This is an optimization exercise on Yosys and OpenROAD, whose aim is small area, a short achievable clock period and few clock cycles per item, not a production implementation. In this exercise RTL edits were held to simulation tests only and were not proved equivalent to the original. No activity file was given, so power comes from the tool's default toggle rates.

## greedy_word_wrap_stream
module greedy_word_wrap_stream #(
  parameter int DEPTH = 61,
  parameter int QD    = 4
) (
  input  logic       clk,
  input  logic       rst,
  input  logic       cfg_write,
  input  logic [5:0] cfg_data,
  input  logic       push,
  output logic       full,
  input  logic [7:0] byte_value,
  input  logic       end_of_text,
  output logic       empty,
  input  logic       pop,
  output logic [7:0] out_byte,
  output logic       last_of_run,
  output logic       text_done,
  output logic       overlong_flag
);
Size in the first run: about 1800 cells after synthesis, roughly 29000 µm² of cells after synthesis.
make LEC_CHECK=0 CAP_MARGIN=20 CORE_MARGIN=2 CORE_UTILIZATION=40 CTS_BUF_LIST=sky130_fd_sc_hd__clkbuf_16 CTS_CLUSTER_DIAMETER=100 CTS_CLUSTER_SIZE=20 SETUP_SLACK_MARGIN=3.5 SLEW_MARGIN=20 finish   # period 6.0 ns
run.sh (not shown) runs the stock make flow with config.mk's settings and CLKGATE_MAP_FILE= SYNTH_SCRIPT=/design/flow/synth_recipe.tcl, a recipe that flattens the netlist after the stock synthesis.
The baseline finished clean.
Testbench counts at the start, summed over its fixed seeds: cycles 25,442, items 23,625.
==> next run, changes <==
--- a/flow/design.v
+++ b/flow/design.v
@@ -140,19 +140,19 @@
   assign c_strm = wbyte && trig;
   localparam int PW = $clog2(QD);
   logic [PW:0]   q_wp, q_rp;
   logic [QD-1:0] q_occ;    
   logic          cv_r;
   logic          q_room, f_room;
   assign q_room = !q_occ[QD-1];
   logic          t_q;
   logic          s_inc_r;
-  logic          s_z;
+  logic          s_z, s_1;
   assign proc   = v0 && (!c_valid || q_room) && (!wbyte || f_room)
                 && (!c_strm || (!t_q && s_z && !s_inc_r));
   always_ff @(posedge clk) begin
     if (rst) begin
       word_len  <= 6'd0;
       wleft     <= 6'd62;
       wz        <= 1'b0;
       slack     <= 8'd61;
       lnz       <= 1'b0;
@@ -311,37 +311,31 @@
   logic [5:0] r_len;
   logic       r_l1;
   logic       r_done;
   logic       r_strm;
   logic       r_ovl;
   logic       k_pr, k_by, k_dn, k_last;
   logic       act, e_st, emit, last, pend, pf_ok, o_ready;
   logic [7:0] e_byte;
   logic       s_inc, s_dec;
-  logic [AW:0] s_cnt;
-  logic       s_dec_r;
-  logic       s_c1, s_c2, s_c3, s_one, s_two;
-  assign s_c1  = (s_cnt == (AW+1)'(1));
-  assign s_c2  = (s_cnt == (AW+1)'(2));
-  assign s_c3  = (s_cnt > (AW+1)'(2));
-  assign s_z   = (s_cnt == '0) || (s_c1 && s_dec_r);
-  assign s_one = (s_c1 && !s_dec_r) || (s_c2 && s_dec_r);
-  assign s_two = s_c3 || (s_c2 && !s_dec_r);
+  logic [AW:0] s_wr, s_rd, s_rd1;
+  assign s_z   = (s_wr == s_rd);
+  assign s_1   = (s_wr == s_rd1);
   assign pf_ok = (pc != 2'd0);
   assign act   = k_pr || k_by || k_dn;
   assign e_st  = !act && r_strm && !t_q && !s_z;
   assign emit  = o_ready && (k_pr || k_dn || ((k_by || e_st) && pf_ok));
   assign consume = emit && (k_by || e_st);
   assign last  = k_last || e_st;
   assign s_inc = s_inc_r;
   assign s_dec = emit && e_st;
   assign pend  = (act && !(emit && k_last))
-              || (r_strm && !t_q && (s_two || (s_one && !s_dec)));
+              || (r_strm && !t_q && !s_z && !(s_1 && s_dec));
   assign q_pop = (q_wp != q_rp) && !pend;
   assign e_byte = (k_by || e_st) ? pf_head : ((k_pr && r_psp) ? CH_SP : CH_NL);
   logic [1:0] h_pre;
   logic [5:0] h_len;
   logic       h_done, h_lz, h_l1;
   logic       h_pr, h_by, h_dn, h_last;
   assign h_pre  = (q_head[9:8] == 2'd3) ? 2'd2 : {1'b0, q_head[9:8] != 2'd0};
   assign h_len  = q_head[7:2];
   assign h_done = q_head[1];
@@ -402,27 +396,30 @@
       if (k_dn) begin
         r_done <= 1'b0;
         k_dn   <= 1'b0;
         k_last <= 1'b0;
       end
     end
   end
   always_ff @(posedge clk) begin
     if (rst) begin
-      s_cnt   <= '0;
-      s_dec_r <= 1'b0;
+      s_wr    <= '0;
+      s_rd    <= '0;
+      s_rd1   <= (AW+1)'(1);
       t_q     <= 1'b0;
       s_inc_r <= 1'b0;
     end else begin
       s_inc_r <= proc && wbyte && streaming;
-      s_dec_r <= s_dec;
-      if (s_inc && !s_dec_r) s_cnt <= s_cnt + 1'b1;
-      else if (s_dec_r && !s_inc) s_cnt <= s_cnt - 1'b1;
+      if (s_inc) s_wr <= s_wr + 1'b1;
+      if (s_dec) begin
+        s_rd  <= s_rd1;
+        s_rd1 <= s_rd1 + 1'b1;
+      end
       if (proc && c_strm) begin
         t_q <= 1'b1;
       end else if (q_pop && q_head[0]) begin
         t_q <= 1'b0;
       end
     end
   end
   always_ff @(posedge clk) begin
     if (rst) begin
After rerunning: The changed run passed the timing, design-rule and antenna checks; combinational power stays flat; power grows by about 2%; die area grows by about 0.9%; clock power grows by about 5%; via count grows by 1.8%; setup slack is better by 0.14 ns; routed wire length grows by about 1.8%.
Testbench counts after the change, summed over its fixed seeds: cycles 25,442, items 23,625.

==> port drivers added, routing unchanged <==
The flow's constraints put no driver on any port. The routed layouts listed below were extracted and timed again, unchanged, in two steps. Step 1: set_driving_cell puts a clkbuf_16 on clk and a buf_2 on each other input, an assumption about the parent block. Step 2 moves the port delays by t, midway between the first and last clock arrival at a register: inputs arrive t later, outputs are due t later. That takes back most of the time a late clock gives input paths. Three values: no drivers, after step 1, after step 2; two values: the first two.
run	t (ns)	slack for setup (ns)	hold slack, ns	worst setup path after step 2	latest minus earliest clock arrival (ns)
the first run	0.645	3.370 / 3.370 / 3.111	0.430 / 0.430 / 0.430	input to register	0.028 / 0.028
the second run	0.644	3.514 / 3.512 / 3.218	0.466 / 0.466 / 0.466	input to register	0.036 / 0.036
After both steps every run listed still meets setup and hold. For the second run, which loses most, drivers alone change the setup slack by -0.002 ns; drivers and shift together by -0.296 ns.
